What follows belongs to an exercise in optimizing a design on an open flow for small area, a short achievable clock period and few clock cycles per item; a production flow would make more cautious choices. No functional check of the RTL was part of any run shown here.

==> flow/design.v (outline; a module is shown in full before it is edited, if it fits) <==
// module julia_render: 2617 lines
module julia_render #(
    parameter int H_PIXELS = 64,
    parameter int V_PIXELS = 48,
    parameter int MAX_ITER = 255,
    parameter int FRAC     = 14
) (
    input  logic               clock,
    input  logic               reset,
    input  logic               valid,
    input  logic signed [17:0] c_real,
    input  logic signed [17:0] c_comp,
    input  logic signed [17:0] x,
    input  logic signed [17:0] y,
    input  logic signed [17:0] scale,
    output logic [18:0]        wr_addr,
    output logic [7:0]         wr_data,
    output logic               wr_en,
    input  logic               wr_ready,
    output logic               busy,
    output logic               done
);
  // ...
==> flow/run.sh <==
#!/bin/bash
# synth_recipe.tcl (not shown) runs the flow's synth.tcl, then flattens the netlist and writes it again
# the make line also repeats each setting of config.mk as NAME=value (left out here)
make -C /OpenROAD-flow-scripts/flow DESIGN_CONFIG=/design/flow/config.mk WORK_HOME=/design/flow/orfs CLKGATE_MAP_FILE= SYNTH_SCRIPT=/design/flow/synth_recipe.tcl finish
==> flow/config.mk <==
export PLATFORM = sky130hd
export DESIGN_NAME = julia_render
export DESIGN_NICKNAME = julia_render
export VERILOG_FILES = /design/flow/design.v
export SDC_FILE = /design/flow/constraint.sdc
export NUM_CORES = 4
export LEC_CHECK = 0
export CAP_MARGIN = 20
export CORE_MARGIN = 2
export CORE_UTILIZATION = 40
export SLEW_MARGIN = 20
==> flow/constraint.sdc <==
create_clock -name core_clock -period 12.0 [get_ports {clock}]
set_input_delay 2.4000 -clock core_clock [delete_from_list [all_inputs] [get_ports {clock}]]
set_output_delay 2.4000 -clock core_clock [all_outputs]
set_load 0.01 [all_outputs]
==> impl_results.md, run 1 <==
- CP bufs+invs: 4
- FF-to-FF End: is22_1_q
- Yosys top cell by area: fa_1
- First-pass GRT wire length: 134000 µm
- CP Launch Type: register
- Worst setup path end: is22_1_q
- Fmax: 182 MHz
- Critical path data arrival time: 6.01 ns
- DR pass1 iterations: 5
- CP top delay family: adder cells
- Max_cap viols: 0
- Max reg flops: 31
- M1 GR Usage: 25.5%
- Sequential share of the synthesized area: 32.2%
- # Post-CTS Setup Buffers: 0
- Buffers excl. clock: 163
- Setup TNS: 0 ns
- Detailed Route Iter0 Violations: 1523
- Post-synthesis simple-gate area fraction: 8.22%
- Setup ws final: 6.51 ns
- Hold Path Stages: 0
- Worst hold start: s1i_q[17]
- # hold bufs at CTS: 0
- Most flops, register: ya_q
- Status: complete, no violations
- Nets: 4158
- Clk_skew: 0.0213 ns
- Crit path cell chain: buf_4, mux2_2, inv_1, or2_2, ha_1, fa_1, inv_1, fa_1, inv_1, fa_1
- Clock Latency Late Sink: 0.64 ns
- Leading cell type in the layout, fill and taps excluded: inv_1
==> run 2: changes to the inputs <==
--- a/flow/design.v
+++ b/flow/design.v
@@ -22,17 +22,16 @@
     logic [17:0] cr_q, ci_q, scale_q;
     logic [17:0] gr_q, gi_q;
     logic [5:0]  gcol_q, grow_q;
     logic        gdir_q, gdone_q;
     logic        v0_q, f0_q;
     logic [17:0] zr_q, zi_q, s0r_q, s0i_q;
     logic [7:0]  it0_q;
     logic [11:0] a0_q;
-    logic [7:0]  bo_q, bt_q;
     logic        v1_q, p1_q, in1_q, per1_q, cap1_q;
     logic [17:0] s1r_q, s1i_q;
     logic [7:0]  it1_q;
     logic [11:0] a1_q;
     logic [30:0] ya_q, yb_q;
     logic        ov_q, kv_q;
     logic [11:0] oa_q, ka_q;
     logic [7:0]  od_q, kd_q;
@@ -44,32 +43,19 @@
     logic        emit_q, load_q;
     assign emit = emit_q;
     assign load = load_q;
     assign act  = load || v0_q;
     assign zr   = load ? gr_q : zr_q;
     assign zi   = load ? gi_q : zi_q;
     assign it   = load ? 8'd0 : it0_q;
     assign ad   = load ? {grow_q, gcol_q ^ {6{gdir_q}}} : a0_q;
-    function automatic logic [15:0] booth_rec(input logic [15:0] v);
-        logic [16:0] w;
-        w = {v, 1'b0};
-        for (int k = 0; k < 8; k++) begin
-            booth_rec[k]     = w[2*k+1] ^ w[2*k];
-            booth_rec[8 + k] = (w[2*k+2] & !w[2*k+1] & !w[2*k]) || (!w[2*k+2] && w[2*k+1] && w[2*k]);
-        end
-    endfunction
-    logic [15:0] dr, di, grec;
-    logic [7:0]  bo, bt, bn;
-    assign dr   = zr[15:0];
-    assign di   = zi[15:0];
-    assign grec = booth_rec(gi_q[15:0]);
-    assign bo   = load ? grec[7:0] : bo_q;
-    assign bt   = load ? grec[15:8] : bt_q;
-    assign bn   = {di[15], di[13], di[11], di[9], di[7], di[5], di[3], di[1]};
+    logic [15:0] dr, di;
+    assign dr = zr[15:0];
+    assign di = zi[15:0];
     wire t_1;
     wire t_2;
     assign t_1 = (dr[0] & dr[11]) ^ (dr[1] & dr[10]);
     assign t_2 = (dr[0] & dr[11]) & (dr[1] & dr[10]);
     wire t_3;
     wire t_4;
     assign t_3 = (dr[0] & dr[12]) ^ (dr[1] & dr[11]);
     assign t_4 = (dr[0] & dr[12]) & (dr[1] & dr[11]);
@@ -900,328 +886,360 @@
     wire t_417;
     wire t_418;
     assign t_417 = ~(di[15] & di[13]) ^ t_366;
     assign t_418 = ~(di[15] & di[13]) & t_366;
     wire t_419;
     wire t_420;
     assign t_419 = ~(di[15] & di[14]) ^ di[15];
     assign t_420 = ~(di[15] & di[14]) & di[15];
-    wire [16:0] bp0;
-    assign bp0[0] = ((bo[0] & dr[0]) | (bt[0] & 1'b0)) ^ bn[0];
-    assign bp0[1] = ((bo[0] & dr[1]) | (bt[0] & dr[0])) ^ bn[0];
-    assign bp0[2] = ((bo[0] & dr[2]) | (bt[0] & dr[1])) ^ bn[0];
-    assign bp0[3] = ((bo[0] & dr[3]) | (bt[0] & dr[2])) ^ bn[0];
-    assign bp0[4] = ((bo[0] & dr[4]) | (bt[0] & dr[3])) ^ bn[0];
-    assign bp0[5] = ((bo[0] & dr[5]) | (bt[0] & dr[4])) ^ bn[0];
-    assign bp0[6] = ((bo[0] & dr[6]) | (bt[0] & dr[5])) ^ bn[0];
-    assign bp0[7] = ((bo[0] & dr[7]) | (bt[0] & dr[6])) ^ bn[0];
-    assign bp0[8] = ((bo[0] & dr[8]) | (bt[0] & dr[7])) ^ bn[0];
-    assign bp0[9] = ((bo[0] & dr[9]) | (bt[0] & dr[8])) ^ bn[0];
-    assign bp0[10] = ((bo[0] & dr[10]) | (bt[0] & dr[9])) ^ bn[0];
-    assign bp0[11] = ((bo[0] & dr[11]) | (bt[0] & dr[10])) ^ bn[0];
-    assign bp0[12] = ((bo[0] & dr[12]) | (bt[0] & dr[11])) ^ bn[0];
-    assign bp0[13] = ((bo[0] & dr[13]) | (bt[0] & dr[12])) ^ bn[0];
-    assign bp0[14] = ((bo[0] & dr[14]) | (bt[0] & dr[13])) ^ bn[0];
-    assign bp0[15] = ((bo[0] & dr[15]) | (bt[0] & dr[14])) ^ bn[0];
-    assign bp0[16] = ((bo[0] & dr[15]) | (bt[0] & dr[15])) ^ bn[0];
-    wire [16:0] bp1;
-    assign bp1[0] = ((bo[1] & dr[0]) | (bt[1] & 1'b0)) ^ bn[1];
-    assign bp1[1] = ((bo[1] & dr[1]) | (bt[1] & dr[0])) ^ bn[1];
-    assign bp1[2] = ((bo[1] & dr[2]) | (bt[1] & dr[1])) ^ bn[1];
-    assign bp1[3] = ((bo[1] & dr[3]) | (bt[1] & dr[2])) ^ bn[1];
-    assign bp1[4] = ((bo[1] & dr[4]) | (bt[1] & dr[3])) ^ bn[1];
-    assign bp1[5] = ((bo[1] & dr[5]) | (bt[1] & dr[4])) ^ bn[1];
-    assign bp1[6] = ((bo[1] & dr[6]) | (bt[1] & dr[5])) ^ bn[1];
-    assign bp1[7] = ((bo[1] & dr[7]) | (bt[1] & dr[6])) ^ bn[1];
-    assign bp1[8] = ((bo[1] & dr[8]) | (bt[1] & dr[7])) ^ bn[1];
-    assign bp1[9] = ((bo[1] & dr[9]) | (bt[1] & dr[8])) ^ bn[1];
-    assign bp1[10] = ((bo[1] & dr[10]) | (bt[1] & dr[9])) ^ bn[1];
-    assign bp1[11] = ((bo[1] & dr[11]) | (bt[1] & dr[10])) ^ bn[1];
-    assign bp1[12] = ((bo[1] & dr[12]) | (bt[1] & dr[11])) ^ bn[1];
-    assign bp1[13] = ((bo[1] & dr[13]) | (bt[1] & dr[12])) ^ bn[1];
-    assign bp1[14] = ((bo[1] & dr[14]) | (bt[1] & dr[13])) ^ bn[1];
-    assign bp1[15] = ((bo[1] & dr[15]) | (bt[1] & dr[14])) ^ bn[1];
-    assign bp1[16] = ((bo[1] & dr[15]) | (bt[1] & dr[15])) ^ bn[1];
-    wire [16:0] bp2;
-    assign bp2[0] = ((bo[2] & dr[0]) | (bt[2] & 1'b0)) ^ bn[2];
-    assign bp2[1] = ((bo[2] & dr[1]) | (bt[2] & dr[0])) ^ bn[2];
-    assign bp2[2] = ((bo[2] & dr[2]) | (bt[2] & dr[1])) ^ bn[2];
-    assign bp2[3] = ((bo[2] & dr[3]) | (bt[2] & dr[2])) ^ bn[2];
-    assign bp2[4] = ((bo[2] & dr[4]) | (bt[2] & dr[3])) ^ bn[2];
-    assign bp2[5] = ((bo[2] & dr[5]) | (bt[2] & dr[4])) ^ bn[2];
-    assign bp2[6] = ((bo[2] & dr[6]) | (bt[2] & dr[5])) ^ bn[2];
-    assign bp2[7] = ((bo[2] & dr[7]) | (bt[2] & dr[6])) ^ bn[2];
-    assign bp2[8] = ((bo[2] & dr[8]) | (bt[2] & dr[7])) ^ bn[2];
-    assign bp2[9] = ((bo[2] & dr[9]) | (bt[2] & dr[8])) ^ bn[2];
-    assign bp2[10] = ((bo[2] & dr[10]) | (bt[2] & dr[9])) ^ bn[2];
-    assign bp2[11] = ((bo[2] & dr[11]) | (bt[2] & dr[10])) ^ bn[2];
-    assign bp2[12] = ((bo[2] & dr[12]) | (bt[2] & dr[11])) ^ bn[2];
-    assign bp2[13] = ((bo[2] & dr[13]) | (bt[2] & dr[12])) ^ bn[2];
-    assign bp2[14] = ((bo[2] & dr[14]) | (bt[2] & dr[13])) ^ bn[2];
-    assign bp2[15] = ((bo[2] & dr[15]) | (bt[2] & dr[14])) ^ bn[2];
-    assign bp2[16] = ((bo[2] & dr[15]) | (bt[2] & dr[15])) ^ bn[2];
-    wire [16:0] bp3;
-    assign bp3[0] = ((bo[3] & dr[0]) | (bt[3] & 1'b0)) ^ bn[3];
-    assign bp3[1] = ((bo[3] & dr[1]) | (bt[3] & dr[0])) ^ bn[3];
-    assign bp3[2] = ((bo[3] & dr[2]) | (bt[3] & dr[1])) ^ bn[3];
-    assign bp3[3] = ((bo[3] & dr[3]) | (bt[3] & dr[2])) ^ bn[3];
-    assign bp3[4] = ((bo[3] & dr[4]) | (bt[3] & dr[3])) ^ bn[3];
-    assign bp3[5] = ((bo[3] & dr[5]) | (bt[3] & dr[4])) ^ bn[3];
-    assign bp3[6] = ((bo[3] & dr[6]) | (bt[3] & dr[5])) ^ bn[3];
-    assign bp3[7] = ((bo[3] & dr[7]) | (bt[3] & dr[6])) ^ bn[3];
-    assign bp3[8] = ((bo[3] & dr[8]) | (bt[3] & dr[7])) ^ bn[3];
-    assign bp3[9] = ((bo[3] & dr[9]) | (bt[3] & dr[8])) ^ bn[3];
-    assign bp3[10] = ((bo[3] & dr[10]) | (bt[3] & dr[9])) ^ bn[3];
-    assign bp3[11] = ((bo[3] & dr[11]) | (bt[3] & dr[10])) ^ bn[3];
-    assign bp3[12] = ((bo[3] & dr[12]) | (bt[3] & dr[11])) ^ bn[3];
-    assign bp3[13] = ((bo[3] & dr[13]) | (bt[3] & dr[12])) ^ bn[3];
-    assign bp3[14] = ((bo[3] & dr[14]) | (bt[3] & dr[13])) ^ bn[3];
-    assign bp3[15] = ((bo[3] & dr[15]) | (bt[3] & dr[14])) ^ bn[3];
-    assign bp3[16] = ((bo[3] & dr[15]) | (bt[3] & dr[15])) ^ bn[3];
-    wire [16:0] bp4;
-    assign bp4[0] = ((bo[4] & dr[0]) | (bt[4] & 1'b0)) ^ bn[4];
-    assign bp4[1] = ((bo[4] & dr[1]) | (bt[4] & dr[0])) ^ bn[4];
-    assign bp4[2] = ((bo[4] & dr[2]) | (bt[4] & dr[1])) ^ bn[4];
-    assign bp4[3] = ((bo[4] & dr[3]) | (bt[4] & dr[2])) ^ bn[4];
-    assign bp4[4] = ((bo[4] & dr[4]) | (bt[4] & dr[3])) ^ bn[4];
-    assign bp4[5] = ((bo[4] & dr[5]) | (bt[4] & dr[4])) ^ bn[4];
-    assign bp4[6] = ((bo[4] & dr[6]) | (bt[4] & dr[5])) ^ bn[4];
-    assign bp4[7] = ((bo[4] & dr[7]) | (bt[4] & dr[6])) ^ bn[4];
-    assign bp4[8] = ((bo[4] & dr[8]) | (bt[4] & dr[7])) ^ bn[4];
-    assign bp4[9] = ((bo[4] & dr[9]) | (bt[4] & dr[8])) ^ bn[4];
-    assign bp4[10] = ((bo[4] & dr[10]) | (bt[4] & dr[9])) ^ bn[4];
-    assign bp4[11] = ((bo[4] & dr[11]) | (bt[4] & dr[10])) ^ bn[4];
-    assign bp4[12] = ((bo[4] & dr[12]) | (bt[4] & dr[11])) ^ bn[4];
-    assign bp4[13] = ((bo[4] & dr[13]) | (bt[4] & dr[12])) ^ bn[4];
-    assign bp4[14] = ((bo[4] & dr[14]) | (bt[4] & dr[13])) ^ bn[4];
-    assign bp4[15] = ((bo[4] & dr[15]) | (bt[4] & dr[14])) ^ bn[4];
-    assign bp4[16] = ((bo[4] & dr[15]) | (bt[4] & dr[15])) ^ bn[4];
-    wire [16:0] bp5;
-    assign bp5[0] = ((bo[5] & dr[0]) | (bt[5] & 1'b0)) ^ bn[5];
-    assign bp5[1] = ((bo[5] & dr[1]) | (bt[5] & dr[0])) ^ bn[5];
-    assign bp5[2] = ((bo[5] & dr[2]) | (bt[5] & dr[1])) ^ bn[5];
-    assign bp5[3] = ((bo[5] & dr[3]) | (bt[5] & dr[2])) ^ bn[5];
-    assign bp5[4] = ((bo[5] & dr[4]) | (bt[5] & dr[3])) ^ bn[5];
-    assign bp5[5] = ((bo[5] & dr[5]) | (bt[5] & dr[4])) ^ bn[5];
-    assign bp5[6] = ((bo[5] & dr[6]) | (bt[5] & dr[5])) ^ bn[5];
-    assign bp5[7] = ((bo[5] & dr[7]) | (bt[5] & dr[6])) ^ bn[5];
-    assign bp5[8] = ((bo[5] & dr[8]) | (bt[5] & dr[7])) ^ bn[5];
-    assign bp5[9] = ((bo[5] & dr[9]) | (bt[5] & dr[8])) ^ bn[5];
-    assign bp5[10] = ((bo[5] & dr[10]) | (bt[5] & dr[9])) ^ bn[5];
-    assign bp5[11] = ((bo[5] & dr[11]) | (bt[5] & dr[10])) ^ bn[5];
-    assign bp5[12] = ((bo[5] & dr[12]) | (bt[5] & dr[11])) ^ bn[5];
-    assign bp5[13] = ((bo[5] & dr[13]) | (bt[5] & dr[12])) ^ bn[5];
-    assign bp5[14] = ((bo[5] & dr[14]) | (bt[5] & dr[13])) ^ bn[5];
-    assign bp5[15] = ((bo[5] & dr[15]) | (bt[5] & dr[14])) ^ bn[5];
-    assign bp5[16] = ((bo[5] & dr[15]) | (bt[5] & dr[15])) ^ bn[5];
-    wire [16:0] bp6;
-    assign bp6[0] = ((bo[6] & dr[0]) | (bt[6] & 1'b0)) ^ bn[6];
-    assign bp6[1] = ((bo[6] & dr[1]) | (bt[6] & dr[0])) ^ bn[6];
-    assign bp6[2] = ((bo[6] & dr[2]) | (bt[6] & dr[1])) ^ bn[6];
-    assign bp6[3] = ((bo[6] & dr[3]) | (bt[6] & dr[2])) ^ bn[6];
-    assign bp6[4] = ((bo[6] & dr[4]) | (bt[6] & dr[3])) ^ bn[6];
-    assign bp6[5] = ((bo[6] & dr[5]) | (bt[6] & dr[4])) ^ bn[6];
-    assign bp6[6] = ((bo[6] & dr[6]) | (bt[6] & dr[5])) ^ bn[6];
-    assign bp6[7] = ((bo[6] & dr[7]) | (bt[6] & dr[6])) ^ bn[6];
-    assign bp6[8] = ((bo[6] & dr[8]) | (bt[6] & dr[7])) ^ bn[6];
-    assign bp6[9] = ((bo[6] & dr[9]) | (bt[6] & dr[8])) ^ bn[6];
-    assign bp6[10] = ((bo[6] & dr[10]) | (bt[6] & dr[9])) ^ bn[6];
-    assign bp6[11] = ((bo[6] & dr[11]) | (bt[6] & dr[10])) ^ bn[6];
-    assign bp6[12] = ((bo[6] & dr[12]) | (bt[6] & dr[11])) ^ bn[6];
-    assign bp6[13] = ((bo[6] & dr[13]) | (bt[6] & dr[12])) ^ bn[6];
-    assign bp6[14] = ((bo[6] & dr[14]) | (bt[6] & dr[13])) ^ bn[6];
-    assign bp6[15] = ((bo[6] & dr[15]) | (bt[6] & dr[14])) ^ bn[6];
-    assign bp6[16] = ((bo[6] & dr[15]) | (bt[6] & dr[15])) ^ bn[6];
-    wire [16:0] bp7;
-    assign bp7[0] = ((bo[7] & dr[0]) | (bt[7] & 1'b0)) ^ bn[7];
-    assign bp7[1] = ((bo[7] & dr[1]) | (bt[7] & dr[0])) ^ bn[7];
-    assign bp7[2] = ((bo[7] & dr[2]) | (bt[7] & dr[1])) ^ bn[7];
-    assign bp7[3] = ((bo[7] & dr[3]) | (bt[7] & dr[2])) ^ bn[7];
-    assign bp7[4] = ((bo[7] & dr[4]) | (bt[7] & dr[3])) ^ bn[7];
-    assign bp7[5] = ((bo[7] & dr[5]) | (bt[7] & dr[4])) ^ bn[7];
-    assign bp7[6] = ((bo[7] & dr[6]) | (bt[7] & dr[5])) ^ bn[7];
-    assign bp7[7] = ((bo[7] & dr[7]) | (bt[7] & dr[6])) ^ bn[7];
-    assign bp7[8] = ((bo[7] & dr[8]) | (bt[7] & dr[7])) ^ bn[7];
-    assign bp7[9] = ((bo[7] & dr[9]) | (bt[7] & dr[8])) ^ bn[7];
-    assign bp7[10] = ((bo[7] & dr[10]) | (bt[7] & dr[9])) ^ bn[7];
-    assign bp7[11] = ((bo[7] & dr[11]) | (bt[7] & dr[10])) ^ bn[7];
-    assign bp7[12] = ((bo[7] & dr[12]) | (bt[7] & dr[11])) ^ bn[7];
-    assign bp7[13] = ((bo[7] & dr[13]) | (bt[7] & dr[12])) ^ bn[7];
-    assign bp7[14] = ((bo[7] & dr[14]) | (bt[7] & dr[13])) ^ bn[7];
-    assign bp7[15] = ((bo[7] & dr[15]) | (bt[7] & dr[14])) ^ bn[7];
-    assign bp7[16] = ((bo[7] & dr[15]) | (bt[7] & dr[15])) ^ bn[7];
+    wire bon0, boo0, bot0;
+    assign bon0 = di[1];
+    assign boo0 = di[0] ^ 1'b0;
+    assign bot0 = (di[1] & ~di[0] & ~1'b0) | (~di[1] & di[0] & 1'b0);
+    wire [16:0] bop0;
+    assign bop0[0] = ((boo0 & dr[0]) | (bot0 & 1'b0)) ^ bon0;
+    assign bop0[1] = ((boo0 & dr[1]) | (bot0 & dr[0])) ^ bon0;
+    assign bop0[2] = ((boo0 & dr[2]) | (bot0 & dr[1])) ^ bon0;
+    assign bop0[3] = ((boo0 & dr[3]) | (bot0 & dr[2])) ^ bon0;
+    assign bop0[4] = ((boo0 & dr[4]) | (bot0 & dr[3])) ^ bon0;
+    assign bop0[5] = ((boo0 & dr[5]) | (bot0 & dr[4])) ^ bon0;
+    assign bop0[6] = ((boo0 & dr[6]) | (bot0 & dr[5])) ^ bon0;
+    assign bop0[7] = ((boo0 & dr[7]) | (bot0 & dr[6])) ^ bon0;
+    assign bop0[8] = ((boo0 & dr[8]) | (bot0 & dr[7])) ^ bon0;
+    assign bop0[9] = ((boo0 & dr[9]) | (bot0 & dr[8])) ^ bon0;
+    assign bop0[10] = ((boo0 & dr[10]) | (bot0 & dr[9])) ^ bon0;
+    assign bop0[11] = ((boo0 & dr[11]) | (bot0 & dr[10])) ^ bon0;
+    assign bop0[12] = ((boo0 & dr[12]) | (bot0 & dr[11])) ^ bon0;
+    assign bop0[13] = ((boo0 & dr[13]) | (bot0 & dr[12])) ^ bon0;
+    assign bop0[14] = ((boo0 & dr[14]) | (bot0 & dr[13])) ^ bon0;
+    assign bop0[15] = ((boo0 & dr[15]) | (bot0 & dr[14])) ^ bon0;
+    assign bop0[16] = ((boo0 & dr[15]) | (bot0 & dr[15])) ^ bon0;
+    wire bon1, boo1, bot1;
+    assign bon1 = di[3];
+    assign boo1 = di[2] ^ di[1];
+    assign bot1 = (di[3] & ~di[2] & ~di[1]) | (~di[3] & di[2] & di[1]);
+    wire [16:0] bop1;
+    assign bop1[0] = ((boo1 & dr[0]) | (bot1 & 1'b0)) ^ bon1;
+    assign bop1[1] = ((boo1 & dr[1]) | (bot1 & dr[0])) ^ bon1;
+    assign bop1[2] = ((boo1 & dr[2]) | (bot1 & dr[1])) ^ bon1;
+    assign bop1[3] = ((boo1 & dr[3]) | (bot1 & dr[2])) ^ bon1;
+    assign bop1[4] = ((boo1 & dr[4]) | (bot1 & dr[3])) ^ bon1;
+    assign bop1[5] = ((boo1 & dr[5]) | (bot1 & dr[4])) ^ bon1;
+    assign bop1[6] = ((boo1 & dr[6]) | (bot1 & dr[5])) ^ bon1;
+    assign bop1[7] = ((boo1 & dr[7]) | (bot1 & dr[6])) ^ bon1;
+    assign bop1[8] = ((boo1 & dr[8]) | (bot1 & dr[7])) ^ bon1;
+    assign bop1[9] = ((boo1 & dr[9]) | (bot1 & dr[8])) ^ bon1;
+    assign bop1[10] = ((boo1 & dr[10]) | (bot1 & dr[9])) ^ bon1;
+    assign bop1[11] = ((boo1 & dr[11]) | (bot1 & dr[10])) ^ bon1;
+    assign bop1[12] = ((boo1 & dr[12]) | (bot1 & dr[11])) ^ bon1;
+    assign bop1[13] = ((boo1 & dr[13]) | (bot1 & dr[12])) ^ bon1;
+    assign bop1[14] = ((boo1 & dr[14]) | (bot1 & dr[13])) ^ bon1;
+    assign bop1[15] = ((boo1 & dr[15]) | (bot1 & dr[14])) ^ bon1;
+    assign bop1[16] = ((boo1 & dr[15]) | (bot1 & dr[15])) ^ bon1;
+    wire bon2, boo2, bot2;
+    assign bon2 = di[5];
+    assign boo2 = di[4] ^ di[3];
+    assign bot2 = (di[5] & ~di[4] & ~di[3]) | (~di[5] & di[4] & di[3]);
+    wire [16:0] bop2;
+    assign bop2[0] = ((boo2 & dr[0]) | (bot2 & 1'b0)) ^ bon2;
+    assign bop2[1] = ((boo2 & dr[1]) | (bot2 & dr[0])) ^ bon2;
+    assign bop2[2] = ((boo2 & dr[2]) | (bot2 & dr[1])) ^ bon2;
+    assign bop2[3] = ((boo2 & dr[3]) | (bot2 & dr[2])) ^ bon2;
+    assign bop2[4] = ((boo2 & dr[4]) | (bot2 & dr[3])) ^ bon2;
+    assign bop2[5] = ((boo2 & dr[5]) | (bot2 & dr[4])) ^ bon2;
+    assign bop2[6] = ((boo2 & dr[6]) | (bot2 & dr[5])) ^ bon2;
+    assign bop2[7] = ((boo2 & dr[7]) | (bot2 & dr[6])) ^ bon2;
+    assign bop2[8] = ((boo2 & dr[8]) | (bot2 & dr[7])) ^ bon2;
+    assign bop2[9] = ((boo2 & dr[9]) | (bot2 & dr[8])) ^ bon2;
+    assign bop2[10] = ((boo2 & dr[10]) | (bot2 & dr[9])) ^ bon2;
+    assign bop2[11] = ((boo2 & dr[11]) | (bot2 & dr[10])) ^ bon2;
+    assign bop2[12] = ((boo2 & dr[12]) | (bot2 & dr[11])) ^ bon2;
+    assign bop2[13] = ((boo2 & dr[13]) | (bot2 & dr[12])) ^ bon2;
+    assign bop2[14] = ((boo2 & dr[14]) | (bot2 & dr[13])) ^ bon2;
+    assign bop2[15] = ((boo2 & dr[15]) | (bot2 & dr[14])) ^ bon2;
+    assign bop2[16] = ((boo2 & dr[15]) | (bot2 & dr[15])) ^ bon2;
+    wire bon3, boo3, bot3;
+    assign bon3 = di[7];
+    assign boo3 = di[6] ^ di[5];
+    assign bot3 = (di[7] & ~di[6] & ~di[5]) | (~di[7] & di[6] & di[5]);
+    wire [16:0] bop3;
+    assign bop3[0] = ((boo3 & dr[0]) | (bot3 & 1'b0)) ^ bon3;
+    assign bop3[1] = ((boo3 & dr[1]) | (bot3 & dr[0])) ^ bon3;
+    assign bop3[2] = ((boo3 & dr[2]) | (bot3 & dr[1])) ^ bon3;
+    assign bop3[3] = ((boo3 & dr[3]) | (bot3 & dr[2])) ^ bon3;
+    assign bop3[4] = ((boo3 & dr[4]) | (bot3 & dr[3])) ^ bon3;
+    assign bop3[5] = ((boo3 & dr[5]) | (bot3 & dr[4])) ^ bon3;
+    assign bop3[6] = ((boo3 & dr[6]) | (bot3 & dr[5])) ^ bon3;
+    assign bop3[7] = ((boo3 & dr[7]) | (bot3 & dr[6])) ^ bon3;
+    assign bop3[8] = ((boo3 & dr[8]) | (bot3 & dr[7])) ^ bon3;
+    assign bop3[9] = ((boo3 & dr[9]) | (bot3 & dr[8])) ^ bon3;
+    assign bop3[10] = ((boo3 & dr[10]) | (bot3 & dr[9])) ^ bon3;
+    assign bop3[11] = ((boo3 & dr[11]) | (bot3 & dr[10])) ^ bon3;
+    assign bop3[12] = ((boo3 & dr[12]) | (bot3 & dr[11])) ^ bon3;
+    assign bop3[13] = ((boo3 & dr[13]) | (bot3 & dr[12])) ^ bon3;
+    assign bop3[14] = ((boo3 & dr[14]) | (bot3 & dr[13])) ^ bon3;
+    assign bop3[15] = ((boo3 & dr[15]) | (bot3 & dr[14])) ^ bon3;
+    assign bop3[16] = ((boo3 & dr[15]) | (bot3 & dr[15])) ^ bon3;
+    wire bon4, boo4, bot4;
+    assign bon4 = di[9];
+    assign boo4 = di[8] ^ di[7];
+    assign bot4 = (di[9] & ~di[8] & ~di[7]) | (~di[9] & di[8] & di[7]);
+    wire [16:0] bop4;
+    assign bop4[0] = ((boo4 & dr[0]) | (bot4 & 1'b0)) ^ bon4;
+    assign bop4[1] = ((boo4 & dr[1]) | (bot4 & dr[0])) ^ bon4;
+    assign bop4[2] = ((boo4 & dr[2]) | (bot4 & dr[1])) ^ bon4;
+    assign bop4[3] = ((boo4 & dr[3]) | (bot4 & dr[2])) ^ bon4;
+    assign bop4[4] = ((boo4 & dr[4]) | (bot4 & dr[3])) ^ bon4;
+    assign bop4[5] = ((boo4 & dr[5]) | (bot4 & dr[4])) ^ bon4;
+    assign bop4[6] = ((boo4 & dr[6]) | (bot4 & dr[5])) ^ bon4;
+    assign bop4[7] = ((boo4 & dr[7]) | (bot4 & dr[6])) ^ bon4;
+    assign bop4[8] = ((boo4 & dr[8]) | (bot4 & dr[7])) ^ bon4;
+    assign bop4[9] = ((boo4 & dr[9]) | (bot4 & dr[8])) ^ bon4;
+    assign bop4[10] = ((boo4 & dr[10]) | (bot4 & dr[9])) ^ bon4;
+    assign bop4[11] = ((boo4 & dr[11]) | (bot4 & dr[10])) ^ bon4;
+    assign bop4[12] = ((boo4 & dr[12]) | (bot4 & dr[11])) ^ bon4;
+    assign bop4[13] = ((boo4 & dr[13]) | (bot4 & dr[12])) ^ bon4;
+    assign bop4[14] = ((boo4 & dr[14]) | (bot4 & dr[13])) ^ bon4;
+    assign bop4[15] = ((boo4 & dr[15]) | (bot4 & dr[14])) ^ bon4;
+    assign bop4[16] = ((boo4 & dr[15]) | (bot4 & dr[15])) ^ bon4;
+    wire bon5, boo5, bot5;
+    assign bon5 = di[11];
+    assign boo5 = di[10] ^ di[9];
+    assign bot5 = (di[11] & ~di[10] & ~di[9]) | (~di[11] & di[10] & di[9]);
+    wire [16:0] bop5;
+    assign bop5[0] = ((boo5 & dr[0]) | (bot5 & 1'b0)) ^ bon5;
+    assign bop5[1] = ((boo5 & dr[1]) | (bot5 & dr[0])) ^ bon5;
+    assign bop5[2] = ((boo5 & dr[2]) | (bot5 & dr[1])) ^ bon5;
+    assign bop5[3] = ((boo5 & dr[3]) | (bot5 & dr[2])) ^ bon5;
+    assign bop5[4] = ((boo5 & dr[4]) | (bot5 & dr[3])) ^ bon5;
+    assign bop5[5] = ((boo5 & dr[5]) | (bot5 & dr[4])) ^ bon5;
+    assign bop5[6] = ((boo5 & dr[6]) | (bot5 & dr[5])) ^ bon5;
+    assign bop5[7] = ((boo5 & dr[7]) | (bot5 & dr[6])) ^ bon5;
+    assign bop5[8] = ((boo5 & dr[8]) | (bot5 & dr[7])) ^ bon5;
+    assign bop5[9] = ((boo5 & dr[9]) | (bot5 & dr[8])) ^ bon5;
+    assign bop5[10] = ((boo5 & dr[10]) | (bot5 & dr[9])) ^ bon5;
+    assign bop5[11] = ((boo5 & dr[11]) | (bot5 & dr[10])) ^ bon5;
+    assign bop5[12] = ((boo5 & dr[12]) | (bot5 & dr[11])) ^ bon5;
+    assign bop5[13] = ((boo5 & dr[13]) | (bot5 & dr[12])) ^ bon5;
+    assign bop5[14] = ((boo5 & dr[14]) | (bot5 & dr[13])) ^ bon5;
+    assign bop5[15] = ((boo5 & dr[15]) | (bot5 & dr[14])) ^ bon5;
+    assign bop5[16] = ((boo5 & dr[15]) | (bot5 & dr[15])) ^ bon5;
+    wire bon6, boo6, bot6;
+    assign bon6 = di[13];
+    assign boo6 = di[12] ^ di[11];
+    assign bot6 = (di[13] & ~di[12] & ~di[11]) | (~di[13] & di[12] & di[11]);
+    wire [16:0] bop6;
+    assign bop6[0] = ((boo6 & dr[0]) | (bot6 & 1'b0)) ^ bon6;
+    assign bop6[1] = ((boo6 & dr[1]) | (bot6 & dr[0])) ^ bon6;
+    assign bop6[2] = ((boo6 & dr[2]) | (bot6 & dr[1])) ^ bon6;
+    assign bop6[3] = ((boo6 & dr[3]) | (bot6 & dr[2])) ^ bon6;
+    assign bop6[4] = ((boo6 & dr[4]) | (bot6 & dr[3])) ^ bon6;
+    assign bop6[5] = ((boo6 & dr[5]) | (bot6 & dr[4])) ^ bon6;
+    assign bop6[6] = ((boo6 & dr[6]) | (bot6 & dr[5])) ^ bon6;
+    assign bop6[7] = ((boo6 & dr[7]) | (bot6 & dr[6])) ^ bon6;
+    assign bop6[8] = ((boo6 & dr[8]) | (bot6 & dr[7])) ^ bon6;
+    assign bop6[9] = ((boo6 & dr[9]) | (bot6 & dr[8])) ^ bon6;
+    assign bop6[10] = ((boo6 & dr[10]) | (bot6 & dr[9])) ^ bon6;
+    assign bop6[11] = ((boo6 & dr[11]) | (bot6 & dr[10])) ^ bon6;
+    assign bop6[12] = ((boo6 & dr[12]) | (bot6 & dr[11])) ^ bon6;
+    assign bop6[13] = ((boo6 & dr[13]) | (bot6 & dr[12])) ^ bon6;
+    assign bop6[14] = ((boo6 & dr[14]) | (bot6 & dr[13])) ^ bon6;
+    assign bop6[15] = ((boo6 & dr[15]) | (bot6 & dr[14])) ^ bon6;
+    assign bop6[16] = ((boo6 & dr[15]) | (bot6 & dr[15])) ^ bon6;
+    wire bon7, boo7, bot7;
+    assign bon7 = di[15];
+    assign boo7 = di[14] ^ di[13];
+    assign bot7 = (di[15] & ~di[14] & ~di[13]) | (~di[15] & di[14] & di[13]);
+    wire [16:0] bop7;
+    assign bop7[0] = ((boo7 & dr[0]) | (bot7 & 1'b0)) ^ bon7;
+    assign bop7[1] = ((boo7 & dr[1]) | (bot7 & dr[0])) ^ bon7;
+    assign bop7[2] = ((boo7 & dr[2]) | (bot7 & dr[1])) ^ bon7;
+    assign bop7[3] = ((boo7 & dr[3]) | (bot7 & dr[2])) ^ bon7;
+    assign bop7[4] = ((boo7 & dr[4]) | (bot7 & dr[3])) ^ bon7;
+    assign bop7[5] = ((boo7 & dr[5]) | (bot7 & dr[4])) ^ bon7;
+    assign bop7[6] = ((boo7 & dr[6]) | (bot7 & dr[5])) ^ bon7;
+    assign bop7[7] = ((boo7 & dr[7]) | (bot7 & dr[6])) ^ bon7;
+    assign bop7[8] = ((boo7 & dr[8]) | (bot7 & dr[7])) ^ bon7;
+    assign bop7[9] = ((boo7 & dr[9]) | (bot7 & dr[8])) ^ bon7;
+    assign bop7[10] = ((boo7 & dr[10]) | (bot7 & dr[9])) ^ bon7;
+    assign bop7[11] = ((boo7 & dr[11]) | (bot7 & dr[10])) ^ bon7;
+    assign bop7[12] = ((boo7 & dr[12]) | (bot7 & dr[11])) ^ bon7;
+    assign bop7[13] = ((boo7 & dr[13]) | (bot7 & dr[12])) ^ bon7;
+    assign bop7[14] = ((boo7 & dr[14]) | (bot7 & dr[13])) ^ bon7;
+    assign bop7[15] = ((boo7 & dr[15]) | (bot7 & dr[14])) ^ bon7;
+    assign bop7[16] = ((boo7 & dr[15]) | (bot7 & dr[15])) ^ bon7;
     wire t_421;
     wire t_422;
-    assign t_421 = bp0[10] ^ bp1[8];
-    assign t_422 = bp0[10] & bp1[8];
+    assign t_421 = bop0[10] ^ bop1[8];
+    assign t_422 = bop0[10] & bop1[8];
     wire t_423;
     wire t_424;
-    assign t_423 = bp0[11] ^ bp1[9];
-    assign t_424 = bp0[11] & bp1[9];
+    assign t_423 = bop0[11] ^ bop1[9];
+    assign t_424 = bop0[11] & bop1[9];
     wire t_425;
     wire t_426;
-    assign t_425 = bp0[12] ^ bp1[10] ^ bp2[8];
-    assign t_426 = (bp0[12] & bp1[10]) | (bp2[8] & (bp0[12] ^ bp1[10]));
+    assign t_425 = bop0[12] ^ bop1[10] ^ bop2[8];
+    assign t_426 = (bop0[12] & bop1[10]) | (bop2[8] & (bop0[12] ^ bop1[10]));
     wire t_427;
     wire t_428;
-    assign t_427 = bp3[6] ^ bp4[4];
-    assign t_428 = bp3[6] & bp4[4];
+    assign t_427 = bop3[6] ^ bop4[4];
+    assign t_428 = bop3[6] & bop4[4];
     wire t_429;
     wire t_430;
-    assign t_429 = bp0[13] ^ bp1[11] ^ bp2[9];
-    assign t_430 = (bp0[13] & bp1[11]) | (bp2[9] & (bp0[13] ^ bp1[11]));
+    assign t_429 = bop0[13] ^ bop1[11] ^ bop2[9];
+    assign t_430 = (bop0[13] & bop1[11]) | (bop2[9] & (bop0[13] ^ bop1[11]));
     wire t_431;
     wire t_432;
-    assign t_431 = bp3[7] ^ bp4[5];
-    assign t_432 = bp3[7] & bp4[5];
+    assign t_431 = bop3[7] ^ bop4[5];
+    assign t_432 = bop3[7] & bop4[5];
     wire t_433;
     wire t_434;
-    assign t_433 = bp0[14] ^ bp1[12] ^ bp2[10];
-    assign t_434 = (bp0[14] & bp1[12]) | (bp2[10] & (bp0[14] ^ bp1[12]));
+    assign t_433 = bop0[14] ^ bop1[12] ^ bop2[10];
+    assign t_434 = (bop0[14] & bop1[12]) | (bop2[10] & (bop0[14] ^ bop1[12]));
     wire t_435;
     wire t_436;
-    assign t_435 = bp3[8] ^ bp4[6] ^ bp5[4];
-    assign t_436 = (bp3[8] & bp4[6]) | (bp5[4] & (bp3[8] ^ bp4[6]));
+    assign t_435 = bop3[8] ^ bop4[6] ^ bop5[4];
+    assign t_436 = (bop3[8] & bop4[6]) | (bop5[4] & (bop3[8] ^ bop4[6]));
     wire t_437;
     wire t_438;
-    assign t_437 = bp6[2] ^ bp7[0];
-    assign t_438 = bp6[2] & bp7[0];
+    assign t_437 = bop6[2] ^ bop7[0];
+    assign t_438 = bop6[2] & bop7[0];
     wire t_439;
     wire t_440;
-    assign t_439 = bp0[15] ^ bp1[13] ^ bp2[11];
-    assign t_440 = (bp0[15] & bp1[13]) | (bp2[11] & (bp0[15] ^ bp1[13]));
+    assign t_439 = bop0[15] ^ bop1[13] ^ bop2[11];
+    assign t_440 = (bop0[15] & bop1[13]) | (bop2[11] & (bop0[15] ^ bop1[13]));
     wire t_441;
     wire t_442;
-    assign t_441 = bp3[9] ^ bp4[7] ^ bp5[5];
-    assign t_442 = (bp3[9] & bp4[7]) | (bp5[5] & (bp3[9] ^ bp4[7]));
+    assign t_441 = bop3[9] ^ bop4[7] ^ bop5[5];
+    assign t_442 = (bop3[9] & bop4[7]) | (bop5[5] & (bop3[9] ^ bop4[7]));
     wire t_443;
     wire t_444;
-    assign t_443 = bp6[3] ^ bp7[1];
-    assign t_444 = bp6[3] & bp7[1];
+    assign t_443 = bop6[3] ^ bop7[1];
+    assign t_444 = bop6[3] & bop7[1];
     wire t_445;
     wire t_446;
-    assign t_445 = bp0[16] ^ bp1[14] ^ bp2[12];
-    assign t_446 = (bp0[16] & bp1[14]) | (bp2[12] & (bp0[16] ^ bp1[14]));
+    assign t_445 = bop0[16] ^ bop1[14] ^ bop2[12];
+    assign t_446 = (bop0[16] & bop1[14]) | (bop2[12] & (bop0[16] ^ bop1[14]));
     wire t_447;
     wire t_448;
-    assign t_447 = bp3[10] ^ bp4[8] ^ bp5[6];
-    assign t_448 = (bp3[10] & bp4[8]) | (bp5[6] & (bp3[10] ^ bp4[8]));
+    assign t_447 = bop3[10] ^ bop4[8] ^ bop5[6];
+    assign t_448 = (bop3[10] & bop4[8]) | (bop5[6] & (bop3[10] ^ bop4[8]));
     wire t_449;
     wire t_450;
-    assign t_449 = bp6[4] ^ bp7[2];
-    assign t_450 = bp6[4] & bp7[2];
+    assign t_449 = bop6[4] ^ bop7[2];
+    assign t_450 = bop6[4] & bop7[2];
     wire t_451;
     wire t_452;
-    assign t_451 = ~bp1[15] ^ bp2[13] ^ bp3[11];
-    assign t_452 = (~bp1[15] & bp2[13]) | (bp3[11] & (~bp1[15] ^ bp2[13]));
+    assign t_451 = ~bop1[15] ^ bop2[13] ^ bop3[11];
+    assign t_452 = (~bop1[15] & bop2[13]) | (bop3[11] & (~bop1[15] ^ bop2[13]));
     wire t_453;
     wire t_454;
-    assign t_453 = bp4[9] ^ bp5[7] ^ bp6[5];
-    assign t_454 = (bp4[9] & bp5[7]) | (bp6[5] & (bp4[9] ^ bp5[7]));
+    assign t_453 = bop4[9] ^ bop5[7] ^ bop6[5];
+    assign t_454 = (bop4[9] & bop5[7]) | (bop6[5] & (bop4[9] ^ bop5[7]));
     wire t_455;
     wire t_456;
-    assign t_455 = bp7[3] ^ ~bp0[16];
-    assign t_456 = bp7[3] & ~bp0[16];
+    assign t_455 = bop7[3] ^ ~bop0[16];
+    assign t_456 = bop7[3] & ~bop0[16];
     wire t_457;
     wire t_458;
-    assign t_457 = ~bp1[16] ^ bp2[14] ^ bp3[12];
-    assign t_458 = (~bp1[16] & bp2[14]) | (bp3[12] & (~bp1[16] ^ bp2[14]));
+    assign t_457 = ~bop1[16] ^ bop2[14] ^ bop3[12];
+    assign t_458 = (~bop1[16] & bop2[14]) | (bop3[12] & (~bop1[16] ^ bop2[14]));
     wire t_459;
     wire t_460;
-    assign t_459 = bp4[10] ^ bp5[8] ^ bp6[6];
-    assign t_460 = (bp4[10] & bp5[8]) | (bp6[6] & (bp4[10] ^ bp5[8]));
+    assign t_459 = bop4[10] ^ bop5[8] ^ bop6[6];
+    assign t_460 = (bop4[10] & bop5[8]) | (bop6[6] & (bop4[10] ^ bop5[8]));
     wire t_461;
     wire t_462;
-    assign t_461 = bp7[4] ^ bp1[15];
-    assign t_462 = bp7[4] & bp1[15];
+    assign t_461 = bop7[4] ^ bop1[15];
+    assign t_462 = bop7[4] & bop1[15];
     wire t_463;
     wire t_464;
-    assign t_463 = ~bp2[15] ^ bp3[13] ^ bp4[11];
-    assign t_464 = (~bp2[15] & bp3[13]) | (bp4[11] & (~bp2[15] ^ bp3[13]));
+    assign t_463 = ~bop2[15] ^ bop3[13] ^ bop4[11];
+    assign t_464 = (~bop2[15] & bop3[13]) | (bop4[11] & (~bop2[15] ^ bop3[13]));
     wire t_465;
     wire t_466;
-    assign t_465 = bp5[9] ^ bp6[7];
-    assign t_466 = bp5[9] & bp6[7];
+    assign t_465 = bop5[9] ^ bop6[7];
+    assign t_466 = bop5[9] & bop6[7];
     wire t_467;
     wire t_468;
-    assign t_467 = ~bp2[16] ^ bp3[14] ^ bp4[12];
-    assign t_468 = (~bp2[16] & bp3[14]) | (bp4[12] & (~bp2[16] ^ bp3[14]));
+    assign t_467 = ~bop2[16] ^ bop3[14] ^ bop4[12];
+    assign t_468 = (~bop2[16] & bop3[14]) | (bop4[12] & (~bop2[16] ^ bop3[14]));
     wire t_469;
     wire t_470;
-    assign t_469 = bp5[10] ^ bp6[8];
-    assign t_470 = bp5[10] & bp6[8];
+    assign t_469 = bop5[10] ^ bop6[8];
+    assign t_470 = bop5[10] & bop6[8];
     wire t_471;
     wire t_472;
-    assign t_471 = ~bp3[15] ^ bp4[13];
-    assign t_472 = ~bp3[15] & bp4[13];
+    assign t_471 = ~bop3[15] ^ bop4[13];
+    assign t_472 = ~bop3[15] & bop4[13];
     wire t_473;
     wire t_474;
-    assign t_473 = ~bp3[16] ^ bp4[14];
-    assign t_474 = ~bp3[16] & bp4[14];
+    assign t_473 = ~bop3[16] ^ bop4[14];
+    assign t_474 = ~bop3[16] & bop4[14];
     wire t_475;
     wire t_476;
-    assign t_475 = bp0[6] ^ bp1[4];
-    assign t_476 = bp0[6] & bp1[4];
+    assign t_475 = bop0[6] ^ bop1[4];
+    assign t_476 = bop0[6] & bop1[4];
     wire t_477;
     wire t_478;
-    assign t_477 = bp0[7] ^ bp1[5];
-    assign t_478 = bp0[7] & bp1[5];
+    assign t_477 = bop0[7] ^ bop1[5];
+    assign t_478 = bop0[7] & bop1[5];
     wire t_479;
     wire t_480;
-    assign t_479 = bp0[8] ^ bp1[6] ^ bp2[4];
-    assign t_480 = (bp0[8] & bp1[6]) | (bp2[4] & (bp0[8] ^ bp1[6]));
+    assign t_479 = bop0[8] ^ bop1[6] ^ bop2[4];
+    assign t_480 = (bop0[8] & bop1[6]) | (bop2[4] & (bop0[8] ^ bop1[6]));
     wire t_481;
     wire t_482;
-    assign t_481 = bp3[2] ^ bp4[0];
-    assign t_482 = bp3[2] & bp4[0];
+    assign t_481 = bop3[2] ^ bop4[0];
+    assign t_482 = bop3[2] & bop4[0];
     wire t_483;
     wire t_484;
-    assign t_483 = bp0[9] ^ bp1[7] ^ bp2[5];
-    assign t_484 = (bp0[9] & bp1[7]) | (bp2[5] & (bp0[9] ^ bp1[7]));
+    assign t_483 = bop0[9] ^ bop1[7] ^ bop2[5];
+    assign t_484 = (bop0[9] & bop1[7]) | (bop2[5] & (bop0[9] ^ bop1[7]));
     wire t_485;
     wire t_486;
-    assign t_485 = bp3[3] ^ bp4[1];
-    assign t_486 = bp3[3] & bp4[1];
+    assign t_485 = bop3[3] ^ bop4[1];
+    assign t_486 = bop3[3] & bop4[1];
     wire t_487;
     wire t_488;
-    assign t_487 = bp2[6] ^ bp3[4] ^ bp4[2];
-    assign t_488 = (bp2[6] & bp3[4]) | (bp4[2] & (bp2[6] ^ bp3[4]));
+    assign t_487 = bop2[6] ^ bop3[4] ^ bop4[2];
+    assign t_488 = (bop2[6] & bop3[4]) | (bop4[2] & (bop2[6] ^ bop3[4]));
     wire t_489;
     wire t_490;
-    assign t_489 = bp5[0] ^ bn[5] ^ t_421;
-    assign t_490 = (bp5[0] & bn[5]) | (t_421 & (bp5[0] ^ bn[5]));
+    assign t_489 = bop5[0] ^ bon5 ^ t_421;
+    assign t_490 = (bop5[0] & bon5) | (t_421 & (bop5[0] ^ bon5));
     wire t_491;
     wire t_492;
-    assign t_491 = bp2[7] ^ bp3[5] ^ bp4[3];
-    assign t_492 = (bp2[7] & bp3[5]) | (bp4[3] & (bp2[7] ^ bp3[5]));
+    assign t_491 = bop2[7] ^ bop3[5] ^ bop4[3];
+    assign t_492 = (bop2[7] & bop3[5]) | (bop4[3] & (bop2[7] ^ bop3[5]));
     wire t_493;
     wire t_494;
-    assign t_493 = bp5[1] ^ t_422 ^ t_423;
-    assign t_494 = (bp5[1] & t_422) | (t_423 & (bp5[1] ^ t_422));
+    assign t_493 = bop5[1] ^ t_422 ^ t_423;
+    assign t_494 = (bop5[1] & t_422) | (t_423 & (bop5[1] ^ t_422));
     wire t_495;
     wire t_496;
-    assign t_495 = bp5[2] ^ bp6[0] ^ bn[6];
-    assign t_496 = (bp5[2] & bp6[0]) | (bn[6] & (bp5[2] ^ bp6[0]));
+    assign t_495 = bop5[2] ^ bop6[0] ^ bon6;
+    assign t_496 = (bop5[2] & bop6[0]) | (bon6 & (bop5[2] ^ bop6[0]));
     wire t_497;
     wire t_498;
     assign t_497 = t_424 ^ t_427 ^ t_425;
     assign t_498 = (t_424 & t_427) | (t_425 & (t_424 ^ t_427));
     wire t_499;
     wire t_500;
-    assign t_499 = bp5[3] ^ bp6[1] ^ t_428;
-    assign t_500 = (bp5[3] & bp6[1]) | (t_428 & (bp5[3] ^ bp6[1]));
+    assign t_499 = bop5[3] ^ bop6[1] ^ t_428;
+    assign t_500 = (bop5[3] & bop6[1]) | (t_428 & (bop5[3] ^ bop6[1]));
     wire t_501;
     wire t_502;
     assign t_501 = t_431 ^ t_426 ^ t_429;
     assign t_502 = (t_431 & t_426) | (t_429 & (t_431 ^ t_426));
     wire t_503;
     wire t_504;
-    assign t_503 = bn[7] ^ t_432 ^ t_437;
-    assign t_504 = (bn[7] & t_432) | (t_437 & (bn[7] ^ t_432));
+    assign t_503 = bon7 ^ t_432 ^ t_437;
+    assign t_504 = (bon7 & t_432) | (t_437 & (bon7 ^ t_432));
     wire t_505;
     wire t_506;
     assign t_505 = t_430 ^ t_433 ^ t_435;
     assign t_506 = (t_430 & t_433) | (t_435 & (t_430 ^ t_433));
     wire t_507;
     wire t_508;
     assign t_507 = t_438 ^ t_443 ^ t_434;
     assign t_508 = (t_438 & t_443) | (t_434 & (t_438 ^ t_443));
@@ -1250,90 +1268,90 @@
     assign t_519 = t_456 ^ t_461 ^ t_452;
     assign t_520 = (t_456 & t_461) | (t_452 & (t_456 ^ t_461));
     wire t_521;
     wire t_522;
     assign t_521 = t_454 ^ t_457 ^ t_459;
     assign t_522 = (t_454 & t_457) | (t_459 & (t_454 ^ t_457));
     wire t_523;
     wire t_524;
-    assign t_523 = bp7[5] ^ t_462 ^ t_465;
-    assign t_524 = (bp7[5] & t_462) | (t_465 & (bp7[5] ^ t_462));
+    assign t_523 = bop7[5] ^ t_462 ^ t_465;
+    assign t_524 = (bop7[5] & t_462) | (t_465 & (bop7[5] ^ t_462));
     wire t_525;
     wire t_526;
     assign t_525 = t_458 ^ t_460 ^ t_463;
     assign t_526 = (t_458 & t_460) | (t_463 & (t_458 ^ t_460));
     wire t_527;
     wire t_528;
-    assign t_527 = bp7[6] ^ bp2[15] ^ t_466;
-    assign t_528 = (bp7[6] & bp2[15]) | (t_466 & (bp7[6] ^ bp2[15]));
+    assign t_527 = bop7[6] ^ bop2[15] ^ t_466;
+    assign t_528 = (bop7[6] & bop2[15]) | (t_466 & (bop7[6] ^ bop2[15]));
     wire t_529;
     wire t_530;
     assign t_529 = t_469 ^ t_464 ^ t_467;
     assign t_530 = (t_469 & t_464) | (t_467 & (t_469 ^ t_464));
     wire t_531;
     wire t_532;
-    assign t_531 = bp5[11] ^ bp6[9] ^ bp7[7];
-    assign t_532 = (bp5[11] & bp6[9]) | (bp7[7] & (bp5[11] ^ bp6[9]));
+    assign t_531 = bop5[11] ^ bop6[9] ^ bop7[7];
+    assign t_532 = (bop5[11] & bop6[9]) | (bop7[7] & (bop5[11] ^ bop6[9]));
     wire t_533;
     wire t_534;
     assign t_533 = t_470 ^ t_471 ^ t_468;
     assign t_534 = (t_470 & t_471) | (t_468 & (t_470 ^ t_471));
     wire t_535;
     wire t_536;
-    assign t_535 = bp5[12] ^ bp6[10] ^ bp7[8];
-    assign t_536 = (bp5[12] & bp6[10]) | (bp7[8] & (bp5[12] ^ bp6[10]));
+    assign t_535 = bop5[12] ^ bop6[10] ^ bop7[8];
+    assign t_536 = (bop5[12] & bop6[10]) | (bop7[8] & (bop5[12] ^ bop6[10]));
     wire t_537;
     wire t_538;
-    assign t_537 = bp3[15] ^ t_472 ^ t_473;
-    assign t_538 = (bp3[15] & t_472) | (t_473 & (bp3[15] ^ t_472));
+    assign t_537 = bop3[15] ^ t_472 ^ t_473;
+    assign t_538 = (bop3[15] & t_472) | (t_473 & (bop3[15] ^ t_472));
     wire t_539;
     wire t_540;
-    assign t_539 = ~bp4[15] ^ bp5[13] ^ bp6[11];
-    assign t_540 = (~bp4[15] & bp5[13]) | (bp6[11] & (~bp4[15] ^ bp5[13]));
+    assign t_539 = ~bop4[15] ^ bop5[13] ^ bop6[11];
+    assign t_540 = (~bop4[15] & bop5[13]) | (bop6[11] & (~bop4[15] ^ bop5[13]));
     wire t_541;
     wire t_542;
-    assign t_541 = bp7[9] ^ t_474;
-    assign t_542 = bp7[9] & t_474;
+    assign t_541 = bop7[9] ^ t_474;
+    assign t_542 = bop7[9] & t_474;
     wire t_543;
     wire t_544;
-    assign t_543 = ~bp4[16] ^ bp5[14] ^ bp6[12];
-    assign t_544 = (~bp4[16] & bp5[14]) | (bp6[12] & (~bp4[16] ^ bp5[14]));
+    assign t_543 = ~bop4[16] ^ bop5[14] ^ bop6[12];
+    assign t_544 = (~bop4[16] & bop5[14]) | (bop6[12] & (~bop4[16] ^ bop5[14]));
     wire t_545;
     wire t_546;
-    assign t_545 = bp7[10] ^ bp4[15];
-    assign t_546 = bp7[10] & bp4[15];
+    assign t_545 = bop7[10] ^ bop4[15];
+    assign t_546 = bop7[10] & bop4[15];
     wire t_547;
     wire t_548;
-    assign t_547 = ~bp5[15] ^ bp6[13];
-    assign t_548 = ~bp5[15] & bp6[13];
+    assign t_547 = ~bop5[15] ^ bop6[13];
+    assign t_548 = ~bop5[15] & bop6[13];
     wire t_549;
     wire t_550;
-    assign t_549 = ~bp5[16] ^ bp6[14];
-    assign t_550 = ~bp5[16] & bp6[14];
+    assign t_549 = ~bop5[16] ^ bop6[14];
+    assign t_550 = ~bop5[16] & bop6[14];
     wire t_551;
     wire t_552;
-    assign t_551 = bp0[4] ^ bp1[2];
-    assign t_552 = bp0[4] & bp1[2];
+    assign t_551 = bop0[4] ^ bop1[2];
+    assign t_552 = bop0[4] & bop1[2];
     wire t_553;
     wire t_554;
-    assign t_553 = bp0[5] ^ bp1[3];
-    assign t_554 = bp0[5] & bp1[3];
+    assign t_553 = bop0[5] ^ bop1[3];
+    assign t_554 = bop0[5] & bop1[3];
     wire t_555;
     wire t_556;
-    assign t_555 = bp2[2] ^ bp3[0] ^ bn[3];
-    assign t_556 = (bp2[2] & bp3[0]) | (bn[3] & (bp2[2] ^ bp3[0]));
+    assign t_555 = bop2[2] ^ bop3[0] ^ bon3;
+    assign t_556 = (bop2[2] & bop3[0]) | (bon3 & (bop2[2] ^ bop3[0]));
     wire t_557;
     wire t_558;
-    assign t_557 = bp2[3] ^ bp3[1] ^ t_476;
-    assign t_558 = (bp2[3] & bp3[1]) | (t_476 & (bp2[3] ^ bp3[1]));
+    assign t_557 = bop2[3] ^ bop3[1] ^ t_476;
+    assign t_558 = (bop2[3] & bop3[1]) | (t_476 & (bop2[3] ^ bop3[1]));
     wire t_559;
     wire t_560;
-    assign t_559 = bn[4] ^ t_478 ^ t_481;
-    assign t_560 = (bn[4] & t_478) | (t_481 & (bn[4] ^ t_478));
+    assign t_559 = bon4 ^ t_478 ^ t_481;
+    assign t_560 = (bon4 & t_478) | (t_481 & (bon4 ^ t_478));
     wire t_561;
     wire t_562;
     assign t_561 = t_482 ^ t_485 ^ t_480;
     assign t_562 = (t_482 & t_485) | (t_480 & (t_482 ^ t_485));
     wire t_563;
     wire t_564;
     assign t_563 = t_486 ^ t_484 ^ t_487;
     assign t_564 = (t_486 & t_484) | (t_487 & (t_486 ^ t_484));
@@ -1390,46 +1408,46 @@
     assign t_589 = t_536 ^ t_539 ^ t_541;
     assign t_590 = (t_536 & t_539) | (t_541 & (t_536 ^ t_539));
     wire t_591;
     wire t_592;
     assign t_591 = t_545 ^ t_540 ^ t_542;
     assign t_592 = (t_545 & t_540) | (t_542 & (t_545 ^ t_540));
     wire t_593;
     wire t_594;
-    assign t_593 = bp7[11] ^ t_546 ^ t_547;
-    assign t_594 = (bp7[11] & t_546) | (t_547 & (bp7[11] ^ t_546));
+    assign t_593 = bop7[11] ^ t_546 ^ t_547;
+    assign t_594 = (bop7[11] & t_546) | (t_547 & (bop7[11] ^ t_546));
     wire t_595;
     wire t_596;
-    assign t_595 = bp7[12] ^ bp5[15] ^ t_548;
-    assign t_596 = (bp7[12] & bp5[15]) | (t_548 & (bp7[12] ^ bp5[15]));
+    assign t_595 = bop7[12] ^ bop5[15] ^ t_548;
+    assign t_596 = (bop7[12] & bop5[15]) | (t_548 & (bop7[12] ^ bop5[15]));
     wire t_597;
     wire t_598;
-    assign t_597 = ~bp6[15] ^ bp7[13];
-    assign t_598 = ~bp6[15] & bp7[13];
+    assign t_597 = ~bop6[15] ^ bop7[13];
+    assign t_598 = ~bop6[15] & bop7[13];
     wire t_599;
     wire t_600;
-    assign t_599 = ~bp6[16] ^ bp7[14];
-    assign t_600 = ~bp6[16] & bp7[14];
+    assign t_599 = ~bop6[16] ^ bop7[14];
+    assign t_600 = ~bop6[16] & bop7[14];
     wire t_601;
     wire t_602;
-    assign t_601 = bp0[2] ^ bp1[0];
-    assign t_602 = bp0[2] & bp1[0];
+    assign t_601 = bop0[2] ^ bop1[0];
+    assign t_602 = bop0[2] & bop1[0];
     wire t_603;
     wire t_604;
-    assign t_603 = bp0[3] ^ bp1[1];
-    assign t_604 = bp0[3] & bp1[1];
+    assign t_603 = bop0[3] ^ bop1[1];
+    assign t_604 = bop0[3] & bop1[1];
     wire t_605;
     wire t_606;
-    assign t_605 = bp2[0] ^ bn[2] ^ t_551;
-    assign t_606 = (bp2[0] & bn[2]) | (t_551 & (bp2[0] ^ bn[2]));
+    assign t_605 = bop2[0] ^ bon2 ^ t_551;
+    assign t_606 = (bop2[0] & bon2) | (t_551 & (bop2[0] ^ bon2));
     wire t_607;
     wire t_608;
-    assign t_607 = bp2[1] ^ t_552 ^ t_553;
-    assign t_608 = (bp2[1] & t_552) | (t_553 & (bp2[1] ^ t_552));
+    assign t_607 = bop2[1] ^ t_552 ^ t_553;
+    assign t_608 = (bop2[1] & t_552) | (t_553 & (bop2[1] ^ t_552));
     wire t_609;
     wire t_610;
     assign t_609 = t_554 ^ t_475 ^ t_555;
     assign t_610 = (t_554 & t_475) | (t_555 & (t_554 ^ t_475));
     wire t_611;
     wire t_612;
     assign t_611 = t_477 ^ t_556 ^ t_557;
     assign t_612 = (t_477 & t_556) | (t_557 & (t_477 ^ t_556));
@@ -1510,29 +1528,29 @@
     assign t_649 = t_549 ^ t_594 ^ t_595;
     assign t_650 = (t_549 & t_594) | (t_595 & (t_549 ^ t_594));
     wire t_651;
     wire t_652;
     assign t_651 = t_597 ^ t_550 ^ t_596;
     assign t_652 = (t_597 & t_550) | (t_596 & (t_597 ^ t_550));
     wire t_653;
     wire t_654;
-    assign t_653 = bp6[15] ^ t_598 ^ t_599;
-    assign t_654 = (bp6[15] & t_598) | (t_599 & (bp6[15] ^ t_598));
+    assign t_653 = bop6[15] ^ t_598 ^ t_599;
+    assign t_654 = (bop6[15] & t_598) | (t_599 & (bop6[15] ^ t_598));
     wire t_655;
     wire t_656;
-    assign t_655 = ~bp7[15] ^ t_600;
-    assign t_656 = ~bp7[15] & t_600;
+    assign t_655 = ~bop7[15] ^ t_600;
+    assign t_656 = ~bop7[15] & t_600;
     wire t_657;
     wire t_658;
-    assign t_657 = ~bp7[16] ^ bp7[15];
-    assign t_658 = ~bp7[16] & bp7[15];
+    assign t_657 = ~bop7[16] ^ bop7[15];
+    assign t_658 = ~bop7[16] & bop7[15];
     wire [30:0] ya, yb;
-    assign ya = {t_657, t_655, t_653, t_650, t_649, t_646, t_645, t_643, t_640, t_638, t_636, t_634, t_632, t_630, t_628, t_626, t_624, t_622, t_620, t_618, t_616, t_614, t_612, t_610, t_608, t_606, t_604, t_602, bn[1], bp0[1], bn[0]};
-    assign yb = {t_656, t_654, t_652, t_651, t_648, t_647, t_644, t_642, t_641, t_639, t_637, t_635, t_633, t_631, t_629, t_627, t_625, t_623, t_621, t_619, t_617, t_615, t_613, t_611, t_609, t_607, t_605, t_603, t_601, 1'b0, bp0[0]};
+    assign ya = {t_657, t_655, t_653, t_650, t_649, t_646, t_645, t_643, t_640, t_638, t_636, t_634, t_632, t_630, t_628, t_626, t_624, t_622, t_620, t_618, t_616, t_614, t_612, t_610, t_608, t_606, t_604, t_602, bon1, bop0[1], bon0};
+    assign yb = {t_656, t_654, t_652, t_651, t_648, t_647, t_644, t_642, t_641, t_639, t_637, t_635, t_633, t_631, t_629, t_627, t_625, t_623, t_621, t_619, t_617, t_615, t_613, t_611, t_609, t_607, t_605, t_603, t_601, 1'b0, bop0[0]};
     logic inr, ini, per, cap;
     assign inr = (zr[17:15] == 3'b000) || (zr[17:15] == 3'b111) || (zr == 18'h08000);
     assign ini = (zi[17:15] == 3'b000) || (zi[17:15] == 3'b111) || (zi == 18'h08000);
     assign per = (it != 8'h00) && (zr == s0r_q) && (zi == s0i_q);
     assign cap = (it == 8'hff);
     logic rs0_0_q;
     logic rs2_0_q;
     logic rs2_1_q;
@@ -2590,17 +2608,16 @@
                 gdir_q <= !gdir_q;
             end else begin
                 gr_q   <= gr_q + (scale_q ^ {18{gdir_q}}) + {17'd0, gdir_q};
             end
             gcol_q <= gcol_q + 6'd1;
         end
         zr_q <= xs[31:14];
         zi_q <= ys[30:13];
-        {bt_q, bo_q} <= booth_rec(ys[28:13]);
         a0_q <= a1_q;
         if (fin && per1_q) it0_q <= 8'hff;
         else if (fin || p1_q) it0_q <= it1_q;
         else it0_q <= it1_q + 8'd1;
         if (free) begin
             oa_q <= kv_q ? ka_q : a0_q;
             od_q <= kv_q ? kd_q : it0_q;
         end
==> flow/config.mk (replaced) <==
export PLATFORM = sky130hd
export DESIGN_NAME = julia_render
export DESIGN_NICKNAME = julia_render
export VERILOG_FILES = /design/flow/design.v
export SDC_FILE = /design/flow/constraint.sdc
export NUM_CORES = 4
export LEC_CHECK = 0
export CAP_MARGIN = 50
export CORE_MARGIN = 2
export CORE_UTILIZATION = 40
export SLEW_MARGIN = 75
==> impl_results.md, run 2 <==
- PostCTS Resize Cnt: 0
- Worst min path class: register to register
- CP Launch Type: register
- Status: complete, no violations
- Most frequent cell after synthesis: inv_1
- Layout cells sized above 1: 10.4%
- Detailed Route Iter0 Violations: 1726 (+13%)
- Total die area: 0.0870 mm²
- Period utilization: 44.4%
- Initial antenna violation count: 1
- Setup TNS: 0 ns (unchanged)
- Synth top area cells: fa_1 24%, dfxtp_1 21%, edfxtp_1 9.8%, ha_1 9.3%, inv_1 6.5%
- Clock Latency Late Sink: 0.65 ns (about the same)
- RePlAce Congestion: 0.874
- Clk_skew: 0.0381 ns (+0.0169 ns)
- Final wirelength: 86200 µm
- CP Capture Type: register
- Max_cap viols: 0 (unchanged)
- Top-area cell type share of the netlist area: 24.5%
- Reg2Reg Setup Slack: 6.67 ns
- Number of I/O port buffers: 116
- # Post-CTS Setup Buffers: 0 (unchanged)
- Clock sink count: 485
- # IOs: 124
- Worst EP required: 12.52 ns
- GRT Resource Usage Total: 20.4%
- DR pass1 iterations: 5 (unchanged)
- Async SR Flop Fraction: 2.68%
- Max reg flops: 31 (unchanged)
- Nets: 4140 (-0.43%)
- # hold bufs at CTS: 0 (unchanged)
- Hold Path Stages: 0 (unchanged)
- Most flops, register: ya_q
- Final Hold Fails: 0
- Fmax: 188 MHz (+3.1%)
- Critical path type: register to register
- Cell Area, Synth: 0.0339 mm²
- Core area: 0.0837 mm²
- Worst-case reg-to-reg path depth: 18
- Number of core rows: 106
- Die Wd: 295 µm
- Register bit total from synthesis: 485
- Worst-path fanout max: 20
- Hpwl dp: 63700 µm
- Leading cell type in the layout, fill and taps excluded: inv_1
- Unique masters post-synth: 74
- Sequential share of the synthesized area: 32.1% (-0.13 points)
- Max Slew Vio Count: 0
- Syn. warnings: 1
- Vias in the first global route: 23800
- Post-synth EDFFs: 110
- First-pass GRT wire length: 136000 µm (+1.3%)
- # diodes: 0
- Hold_ws: 0.318 ns
- DIE HEIGHT: 295 µm
- Htree depth: 2
- Yosys top cell by area: fa_1
- Routed len/inst: 18.9 µm
- Critical path data arrival time: 5.84 ns (-0.17 ns)
- Initial core utilization: 40.5%
- Setup Viol. Count Final: 0
- Root buf cell: clkbuf_16
- Most frequent cells in the layout: 572 x inv_1, 414 x fa_1, 361 x dfxtp_1
- Cells after Synth: 3272
- TritonCTS clock tree: done
- Grt total ovfl: 0
- Synth Area per Inst: 10.4 µm²
- CTS buffer count: 56
run 2: cells by family (layout without fill, tap and decap cells):
kind of cell	count (synthesis)	count (layout)	synth area share, %
flip-flops	485	485	32.1
XOR/XNOR	259	259	6.70
AO/OA/AOI/OAI	421	421	7.83
buffers and inverters	738	886	8.40
other	1	7	0.0111
adder cells (fa/ha/maj)	668	668	33.8
multiplexers	106	106	3.45
AND/OR/NAND/NOR	594	594	7.67
run 2: worst max-delay path, cell delays in order (launching register included):
cell     delay [ns]
dfrtp_4        0.52
buf_8          0.20
buf_8          0.18
buf_8          0.19
buf_8          0.24
mux2i_2        0.40
buf_4          0.32
inv_1          0.24
nand3_1        0.19
nand2_4        0.18
a22o_1         0.26
xnor2_1        0.29
inv_1          0.11
fa_1           0.51
fa_1           0.37
inv_1          0.07
fa_1           0.40
inv_1          0.07
fa_1           0.40
run 2: path summary, 6_finish.rpt:
path / start / endpoint
setup / recovery: load_q / yb_q[20]
hold / removal: s1r_q[7] / s0r_q[7]
setup reg to reg: load_q / yb_q[20]
hold reg to reg: s1r_q[7] / s0r_q[7]
max in group asynchronous: reset / kv_q
min in group asynchronous: reset / valid_q
run 2: cell type report:
| type | count | area [µm²] |
|---|---|---|
| fillers | 7817 | 44400 |
| clock inverters | 33 | 434 |
| multi-input cells | 2055 | 20800 |
| clock buffers | 72 | 1650 |
| flip-flops and latches | 485 | 10900 |
| inverters | 593 | 2280 |
| well taps | 1134 | 1420 |
| repair buffers | 188 | 1790 |
run 2: layer usage:
layer  global-route usage [%]  vias to the layer above  part of all wire (%)
met5                        0                        -                     0
met4                     8.01                        0                   4.4
met3                     2.73                      168                   5.8
met2                     34.0                      727                    47
met1                     26.8                    11200                    42
li1                         -                    10600                     -
run 2: per-stage QoR:
step	instance area, µm²	util, %	setup slack (ns)	instances
2_1_floorplan	33900	-	7.37	3278
3_3_place_gp	36300	43.4	6.11	4426
6_report	39300	47.0	6.67	4560
4_1_cts	39100	46.7	6.60	4557
5_1_grt	39300	47.0	6.52	4560
3_5_place_dp	37000	44.3	6.69	4452

what the ideal ports hide:
How much do the figures lean on ideal ports? The routed layouts below were timed once more, with nothing changed but the port constraints.
Step 1 sets driving cells, clkbuf_16 on the clock port and buf_2 on the other inputs (assumed; they add their load-dependent delay and slew).
Step 2 times the ports against the registers' clock, not the clock port: input delays grow and output delays shrink by t, the midpoint of the rising clock arrivals with the driver on.
Three values: ideal ports, drivers, drivers and shift; two values: the first two.
run	t (ns)	setup WS [ns]	hold slack, ns	worst setup path after step 2	slew at the worst register clock pin (ns)
run 1	0.692	6.507 / 6.507 / 6.507	0.312 / 0.312 / 0.312	register to register	0.07 / 0.07
run 2	0.692	6.672 / 6.672 / 6.672	0.318 / 0.318 / 0.318	register to register	0.07 / 0.07
After both steps setup and hold are still met in every run listed.
